Context: an optimization exercise on an open-source flow, tuned for small area, a short achievable clock period and few clock cycles per item. The choices shown serve that exercise and are no tape-out recipe. Where RTL was checked, it was by simulation tests only, not by an equivalence proof against the original.

==> inputs of v29 <==
==> flow/design.v <==
`default_nettype none
module qspi_xip_line_cache #(
    parameter int NUM_LINES  = 32,
    parameter int LINE_WORDS = 4,
    parameter int ADDR_W     = 24
) (
    input  wire logic              HCLK,
    input  wire logic              HRESETn,
    input  wire logic              HSEL,
    input  wire logic              HREADY,
    input  wire logic [1:0]        HTRANS,
    input  wire logic              HWRITE,
    input  wire logic [ADDR_W-1:0] HADDR,
    output logic                   HREADYOUT,
    output logic                   HRESP,
    output logic [31:0]            HRDATA,
    input  wire logic              flush,
    output logic                   fill_req,
    output logic [ADDR_W-1:0]      fill_addr,
    input  wire logic              fill_valid,
    input  wire logic [31:0]       fill_rdata
);
    localparam int c_WORD_W  = $clog2(LINE_WORDS);
    localparam int c_IDX_W   = $clog2(NUM_LINES);
    localparam int c_TAG_LSB = 2 + c_WORD_W + c_IDX_W;
    localparam int c_TAG_W   = ADDR_W - c_TAG_LSB;
    localparam int c_LINE_W  = ADDR_W - c_WORD_W - 2;
    typedef enum logic [2:0] {
        S_IDLE  = 3'd0,    
        S_WAIT  = 3'd1,    
        S_QUEUE = 3'd2,    
        S_ERR1  = 3'd3,
        S_ERR2  = 3'd4
    } state_t;
    state_t                  r_state;
    logic                    r_hreadyout;
    logic                    r_hresp;
    logic [31:0]             r_hrdata;
    logic                    r_take;       
    logic [c_LINE_W-1:0]     r_line;       
    logic [c_WORD_W-1:0]     r_word;
    logic                    r_q_look;     
    logic                    r_q_end;      
    logic                    r_fill_req;
    logic [c_LINE_W-1:0]     r_f_line;
    logic [c_WORD_W-1:0]     r_f_cnt;
    logic                    r_f_look;
    logic                    r_f_end;
    logic [NUM_LINES-1:0]    r_valid;
    logic [c_TAG_W-1:0]      r_tag_mem  [NUM_LINES];
    logic [31:0]             r_data_mem [NUM_LINES*LINE_WORDS];
    logic                    w_acc;
    logic                    w_accept;
    logic [c_WORD_W-1:0]     w_word;
    logic [c_IDX_W-1:0]      w_idx;
    logic [c_TAG_W-1:0]      w_tag;
    logic [c_IDX_W-1:0]      f_idx;
    logic [c_TAG_W-1:0]      f_tag;
    logic                    w_ov;
    logic                    w_hit;
    logic                    w_fword;      
    logic                    w_fdone;      
    logic                    w_now;        
    logic                    w_have;       
    logic                    w_start_new;  
    logic                    w_start_q;    
    logic [c_WORD_W-1:0]     w_cnt_nxt;
    logic                    w_done_rd;    
    logic                    w_unused_bits;
    assign w_acc   = HSEL & HREADY & HTRANS[1];
    assign w_word  = HADDR[c_WORD_W+1:2];
    assign w_idx   = HADDR[c_TAG_LSB-1:c_WORD_W+2];
    assign w_tag   = HADDR[ADDR_W-1:c_TAG_LSB];
    assign f_idx   = r_f_line[c_IDX_W-1:0];
    assign f_tag   = r_f_line[c_LINE_W-1:c_IDX_W];
    assign w_unused_bits = &{1'b0, HADDR[1:0], HTRANS[0]};
    assign w_fword   = r_fill_req & fill_valid;
    assign w_fdone   = w_fword & (r_f_cnt == c_WORD_W'(LINE_WORDS - 1));
    assign w_done_rd = r_take & fill_valid;
    assign w_ov   = r_fill_req & (w_idx == f_idx);
    assign w_hit  = w_ov ? (r_f_look & (w_tag == f_tag))
                         : (r_valid[w_idx] & (r_tag_mem[w_idx] == w_tag));
    assign w_now  = w_ov & fill_valid & (r_f_cnt == w_word);
    assign w_have = (r_f_cnt > w_word) | w_now;
    assign w_accept = w_acc & ((r_state == S_IDLE) | (r_state == S_ERR2) |
                               ((r_state == S_WAIT) & w_done_rd));
    assign w_start_new = w_accept & ~HWRITE & ~w_hit & ~r_fill_req;
    assign w_start_q   = (r_state == S_QUEUE) & ~r_fill_req;
    assign w_cnt_nxt   = r_f_cnt + c_WORD_W'(w_fword);
    assign HREADYOUT = r_hreadyout | w_done_rd;
    assign HRESP     = r_hresp;
    assign HRDATA    = r_take ? fill_rdata : r_hrdata;
    assign fill_req  = r_fill_req;
    assign fill_addr = {r_f_line, {(c_WORD_W+2){1'b0}}};
    always_ff @(posedge HCLK or negedge HRESETn) begin
        if (!HRESETn) begin
            r_state     <= S_IDLE;
            r_hreadyout <= 1'b1;
            r_hresp     <= 1'b0;
            r_hrdata    <= '0;
            r_take      <= 1'b0;
            r_line      <= '0;
            r_word      <= '0;
            r_q_look    <= 1'b0;
            r_q_end     <= 1'b0;
        end else begin
            if (flush) begin
                r_q_look <= 1'b0;
                r_q_end  <= 1'b0;
            end
            case (r_state)
                S_WAIT: begin
                    if (fill_valid) r_take <= (w_cnt_nxt == r_word);
                    if (w_done_rd) begin
                        r_state     <= S_IDLE;
                        r_hreadyout <= 1'b1;
                        r_take      <= 1'b0;
                    end
                end
                S_QUEUE: begin
                    if (w_start_q) begin
                        r_state <= S_WAIT;
                        r_take  <= (r_word == '0);
                    end
                end
                S_ERR1: begin
                    r_state     <= S_ERR2;
                    r_hreadyout <= 1'b1;
                    r_hresp     <= 1'b1;
                end
                default: begin
                    r_state     <= S_IDLE;
                    r_hreadyout <= 1'b1;
                    r_hresp     <= 1'b0;
                end
            endcase
            if (w_accept) begin
                r_line   <= {w_tag, w_idx};
                r_word   <= w_word;
                r_take   <= 1'b0;
                r_hrdata <= w_now ? fill_rdata : r_data_mem[{w_idx, w_word}];
                if (HWRITE) begin
                    r_state     <= S_ERR1;
                    r_hreadyout <= 1'b0;
                    r_hresp     <= 1'b1;
                end else if (w_hit) begin
                    r_hresp <= 1'b0;
                    if (w_ov & ~w_have) begin
                        r_state     <= S_WAIT;
                        r_hreadyout <= 1'b0;
                        r_take      <= (w_cnt_nxt == w_word);
                    end else begin
                        r_state     <= S_IDLE;
                        r_hreadyout <= 1'b1;
                    end
                end else begin
                    r_hresp     <= 1'b0;
                    r_hreadyout <= 1'b0;
                    r_q_look    <= ~flush;
                    r_q_end     <= 1'b1;
                    if (r_fill_req) begin
                        r_state <= S_QUEUE;
                    end else begin
                        r_state <= S_WAIT;
                        r_take  <= (w_word == '0);
                    end
                end
            end
        end
    end
    always_ff @(posedge HCLK or negedge HRESETn) begin
        if (!HRESETn) begin
            r_fill_req <= 1'b0;
            r_f_line   <= '0;
            r_f_cnt    <= '0;
            r_f_look   <= 1'b0;
            r_f_end    <= 1'b0;
        end else begin
            if (flush) begin
                r_f_look <= 1'b0;
                r_f_end  <= 1'b0;
            end
            if (w_fword) begin
                r_f_cnt <= w_cnt_nxt;
                if (w_fdone) r_fill_req <= 1'b0;
            end
            if (w_start_new) begin
                r_fill_req <= 1'b1;
                r_f_line   <= {w_tag, w_idx};
                r_f_cnt    <= '0;
                r_f_look   <= ~flush;
                r_f_end    <= 1'b1;
            end else if (w_start_q) begin
                r_fill_req <= 1'b1;
                r_f_line   <= r_line;
                r_f_cnt    <= '0;
                r_f_look   <= r_q_look & ~flush;
                r_f_end    <= r_q_end & ~flush;
            end
        end
    end
    always_ff @(posedge HCLK or negedge HRESETn) begin
        if (!HRESETn) begin
            r_valid <= '0;
        end else if (flush) begin
            r_valid <= '0;
        end else if (w_fdone) begin
            r_valid[f_idx] <= r_f_end;
        end
    end
    always_ff @(posedge HCLK) begin
        if (w_fword) begin
            r_data_mem[{f_idx, r_f_cnt}] <= fill_rdata;
            if (w_fdone) r_tag_mem[f_idx] <= f_tag;
        end
    end
endmodule
`default_nettype wire
==> flow/run.sh <==
#!/bin/bash
# synth_recipe.tcl (not shown) runs the flow's synth.tcl, then flattens the netlist and writes it again
# the make line also repeats each setting of config.mk as NAME=value (left out here)
make -C /OpenROAD-flow-scripts/flow DESIGN_CONFIG=/design/flow/config.mk WORK_HOME=/design/flow/orfs CLKGATE_MAP_FILE= SYNTH_SCRIPT=/design/flow/synth_recipe.tcl finish
==> flow/config.mk <==
export PLATFORM = sky130hd
export DESIGN_NAME = qspi_xip_line_cache
export DESIGN_NICKNAME = qspi_xip_line_cache
export VERILOG_FILES = /design/flow/design.v
export SDC_FILE = /design/flow/constraint.sdc
export NUM_CORES = 4
export LEC_CHECK = 0
export CAP_MARGIN = 20
export CORE_MARGIN = 2
export CORE_UTILIZATION = 40
export SLEW_MARGIN = 20
export SYNTH_MEMORY_MAX_BITS = 8192
==> flow/constraint.sdc <==
create_clock -name core_clock -period 5.0 [get_ports {HCLK}]
set_input_delay 1.0000 -clock core_clock [delete_from_list [all_inputs] [get_ports {HCLK}]]
set_output_delay 1.0000 -clock core_clock [all_outputs]
set_load 0.01 [all_outputs]
==> v19: changes against v29 <==
--- a/flow/design.v
+++ b/flow/design.v
@@ -27,13 +27,15 @@
     localparam int c_LINE_W  = ADDR_W - c_WORD_W - 2;
     typedef enum logic [2:0] {
         S_IDLE  = 3'd0,    
-        S_WAIT  = 3'd1,    
-        S_QUEUE = 3'd2,    
-        S_ERR1  = 3'd3,
-        S_ERR2  = 3'd4
+        S_RESP  = 3'd1,    
+        S_WAIT  = 3'd2,    
+        S_QUEUE = 3'd3,    
+        S_ERR1  = 3'd4,
+        S_ERR2  = 3'd5
     } state_t;
     state_t                  r_state;
-    logic                    r_hreadyout;
+    logic                    r_rdy0;       
+    logic                    r_rdy1;       
     logic                    r_hresp;
     logic [31:0]             r_hrdata;
     logic                    r_take;       
@@ -66,6 +68,7 @@
     logic                    w_start_q;    
     logic [c_WORD_W-1:0]     w_cnt_nxt;
     logic                    w_done_rd;    
+    logic [31:0]             w_rd;
     logic                    w_unused_bits;
     assign w_acc   = HSEL & HREADY & HTRANS[1];
     assign w_word  = HADDR[c_WORD_W+1:2];
@@ -82,87 +85,106 @@
                          : (r_valid[w_idx] & (r_tag_mem[w_idx] == w_tag));
     assign w_now  = w_ov & fill_valid & (r_f_cnt == w_word);
     assign w_have = (r_f_cnt > w_word) | w_now;
-    assign w_accept = w_acc & ((r_state == S_IDLE) | (r_state == S_ERR2) |
-                               ((r_state == S_WAIT) & w_done_rd));
+    assign w_rd = r_data_mem[{w_idx, w_word}];
+    assign w_accept = w_acc & HREADYOUT;
     assign w_start_new = w_accept & ~HWRITE & ~w_hit & ~r_fill_req;
     assign w_start_q   = (r_state == S_QUEUE) & ~r_fill_req;
     assign w_cnt_nxt   = r_f_cnt + c_WORD_W'(w_fword);
-    assign HREADYOUT = r_hreadyout | w_done_rd;
+    assign HREADYOUT = fill_valid ? r_rdy1 : r_rdy0;
     assign HRESP     = r_hresp;
-    assign HRDATA    = r_take ? fill_rdata : r_hrdata;
+    assign HRDATA    = fill_valid ? fill_rdata : r_hrdata;
     assign fill_req  = r_fill_req;
     assign fill_addr = {r_f_line, {(c_WORD_W+2){1'b0}}};
     always_ff @(posedge HCLK or negedge HRESETn) begin
         if (!HRESETn) begin
-            r_state     <= S_IDLE;
-            r_hreadyout <= 1'b1;
-            r_hresp     <= 1'b0;
-            r_hrdata    <= '0;
-            r_take      <= 1'b0;
-            r_line      <= '0;
-            r_word      <= '0;
-            r_q_look    <= 1'b0;
-            r_q_end     <= 1'b0;
+            r_state  <= S_IDLE;
+            r_rdy0   <= 1'b1;
+            r_rdy1   <= 1'b1;
+            r_hresp  <= 1'b0;
+            r_hrdata <= '0;
+            r_take   <= 1'b0;
+            r_line   <= '0;
+            r_word   <= '0;
+            r_q_look <= 1'b0;
+            r_q_end  <= 1'b0;
         end else begin
             if (flush) begin
                 r_q_look <= 1'b0;
                 r_q_end  <= 1'b0;
             end
             case (r_state)
+                S_RESP: begin
+                    if (!fill_valid) begin
+                        r_state <= S_IDLE;
+                        r_rdy1  <= 1'b1;
+                    end
+                end
                 S_WAIT: begin
-                    if (fill_valid) r_take <= (w_cnt_nxt == r_word);
+                    if (fill_valid) begin
+                        r_take <= (w_cnt_nxt == r_word);
+                        r_rdy1 <= (w_cnt_nxt == r_word);
+                    end
                     if (w_done_rd) begin
-                        r_state     <= S_IDLE;
-                        r_hreadyout <= 1'b1;
-                        r_take      <= 1'b0;
+                        r_state <= S_IDLE;
+                        r_rdy0  <= 1'b1;
+                        r_rdy1  <= 1'b1;
+                        r_take  <= 1'b0;
                     end
                 end
                 S_QUEUE: begin
                     if (w_start_q) begin
                         r_state <= S_WAIT;
                         r_take  <= (r_word == '0);
+                        r_rdy1  <= (r_word == '0);
                     end
                 end
                 S_ERR1: begin
-                    r_state     <= S_ERR2;
-                    r_hreadyout <= 1'b1;
-                    r_hresp     <= 1'b1;
+                    r_state <= S_ERR2;
+                    r_rdy0  <= 1'b1;
+                    r_rdy1  <= 1'b1;
+                    r_hresp <= 1'b1;
                 end
                 default: begin
-                    r_state     <= S_IDLE;
-                    r_hreadyout <= 1'b1;
-                    r_hresp     <= 1'b0;
+                    r_state <= S_IDLE;
+                    r_rdy0  <= 1'b1;
+                    r_rdy1  <= 1'b1;
+                    r_hresp <= 1'b0;
                 end
             endcase
             if (w_accept) begin
                 r_line   <= {w_tag, w_idx};
                 r_word   <= w_word;
                 r_take   <= 1'b0;
-                r_hrdata <= w_now ? fill_rdata : r_data_mem[{w_idx, w_word}];
+                r_hrdata <= w_now ? fill_rdata : w_rd;
                 if (HWRITE) begin
-                    r_state     <= S_ERR1;
-                    r_hreadyout <= 1'b0;
-                    r_hresp     <= 1'b1;
+                    r_state <= S_ERR1;
+                    r_rdy0  <= 1'b0;
+                    r_rdy1  <= 1'b0;
+                    r_hresp <= 1'b1;
                 end else if (w_hit) begin
                     r_hresp <= 1'b0;
                     if (w_ov & ~w_have) begin
-                        r_state     <= S_WAIT;
-                        r_hreadyout <= 1'b0;
-                        r_take      <= (w_cnt_nxt == w_word);
+                        r_state <= S_WAIT;
+                        r_rdy0  <= 1'b0;
+                        r_take  <= (w_cnt_nxt == w_word);
+                        r_rdy1  <= (w_cnt_nxt == w_word);
                     end else begin
-                        r_state     <= S_IDLE;
-                        r_hreadyout <= 1'b1;
+                        r_state <= S_RESP;
+                        r_rdy0  <= 1'b1;
+                        r_rdy1  <= 1'b0;
                     end
                 end else begin
-                    r_hresp     <= 1'b0;
-                    r_hreadyout <= 1'b0;
-                    r_q_look    <= ~flush;
-                    r_q_end     <= 1'b1;
+                    r_hresp  <= 1'b0;
+                    r_rdy0   <= 1'b0;
+                    r_q_look <= ~flush;
+                    r_q_end  <= 1'b1;
                     if (r_fill_req) begin
                         r_state <= S_QUEUE;
+                        r_rdy1  <= 1'b0;
                     end else begin
                         r_state <= S_WAIT;
                         r_take  <= (w_word == '0);
+                        r_rdy1  <= (w_word == '0);
                     end
                 end
             end
@@ -184,19 +206,19 @@
                 r_f_cnt <= w_cnt_nxt;
                 if (w_fdone) r_fill_req <= 1'b0;
             end
-            if (w_start_new) begin
-                r_fill_req <= 1'b1;
-                r_f_line   <= {w_tag, w_idx};
-                r_f_cnt    <= '0;
-                r_f_look   <= ~flush;
-                r_f_end    <= 1'b1;
-            end else if (w_start_q) begin
-                r_fill_req <= 1'b1;
-                r_f_line   <= r_line;
-                r_f_cnt    <= '0;
-                r_f_look   <= r_q_look & ~flush;
-                r_f_end    <= r_q_end & ~flush;
-            end
+            if (!r_fill_req) begin
+                r_f_cnt <= '0;
+                if (r_state == S_QUEUE) begin
+                    r_f_line <= r_line;
+                    r_f_look <= r_q_look & ~flush;
+                    r_f_end  <= r_q_end & ~flush;
+                end else if (w_accept & ~HWRITE) begin
+                    r_f_line <= {w_tag, w_idx};
+                    r_f_look <= ~flush;
+                    r_f_end  <= 1'b1;
+                end
+            end
+            if (w_start_new | w_start_q) r_fill_req <= 1'b1;
         end
     end
     always_ff @(posedge HCLK or negedge HRESETn) begin
@@ -204,8 +226,8 @@
             r_valid <= '0;
         end else if (flush) begin
             r_valid <= '0;
-        end else if (w_fdone) begin
-            r_valid[f_idx] <= r_f_end;
+        end else begin
+            if (w_fdone) r_valid[f_idx] <= r_f_end;
         end
     end
     always_ff @(posedge HCLK) begin
CTS_CLUSTER_DIAMETER = 70   (was not set)
CTS_CLUSTER_SIZE = 24   (was not set)
SETUP_SLACK_MARGIN = 2.6   (was not set)
==> qor summary <==
| metric | v19 | v29 |
|---|---|---|
| Worst Skew | 0.06668 ns | 0.06771 ns |
| Path length in cells of the critical path | 12 | 3 |
| GRT Util Overall | 0.2159 | 0.2076 |
| Fraction of standard cell area in multi-input logic | 0.1939 | 0.1902 |
| Critical path's largest stage delay | 0.67 ns | 0.92 ns |
| Sequential standard cell area | 140500 um^2 | 140400 um^2 |
| Vias after detailed routing | 86410 | 85560 |
| Average wire per standard cell | 34.97 um | 33.20 um |
| Number of setup buffers added after CTS | 242 | 0 |
| Height of the chip | 676.7 um | 676.8 um |
| Final worst-path setup slack | 1.857 ns | 0.7292 ns |
| Status | complete, no violations | complete, no violations |
| Signal inverters | 11 | 15 |
Testbench counts of v19, summed over its fixed seeds: cycles 132,401, reads 24,000.
Only the layout flow was run in v29; the RTL was not checked for function there.

## re-timing with driven ports
The results above use ideal ports. As a check the final layouts listed here were re-extracted and re-timed, cells and wires unchanged. Step 1, drivers: a clkbuf_16 drives HCLK and a buf_2 each remaining input, both assumed. Step 2 adds t to the input delays and takes it off the output delays; t is the mean of the earliest and latest rising clock arrival at the registers after step 1. Input paths then give back, and output paths get back, about the clock's delay inside the block. Three values: ideal, step 1, step 2; two values: the first two.
run | t, ns | setup slack, ns | worst register clock-pin slew, ns | worst data-port slew with drivers (ns) | pins driven straight from the clock port
v29 | 1.101 | 0.729 / 0.610 / 0.309 | 0.07 / 0.07 | 0.38 | 1
v19 | 1.093 | 1.857 / 1.526 / 0.433 | 0.10 / 0.10 | 0.51 | 1
After both steps setup and hold are still met in every run listed. The setup slack of v19, which loses most, moves by -0.331 ns with the drivers and by -1.424 ns with both steps.
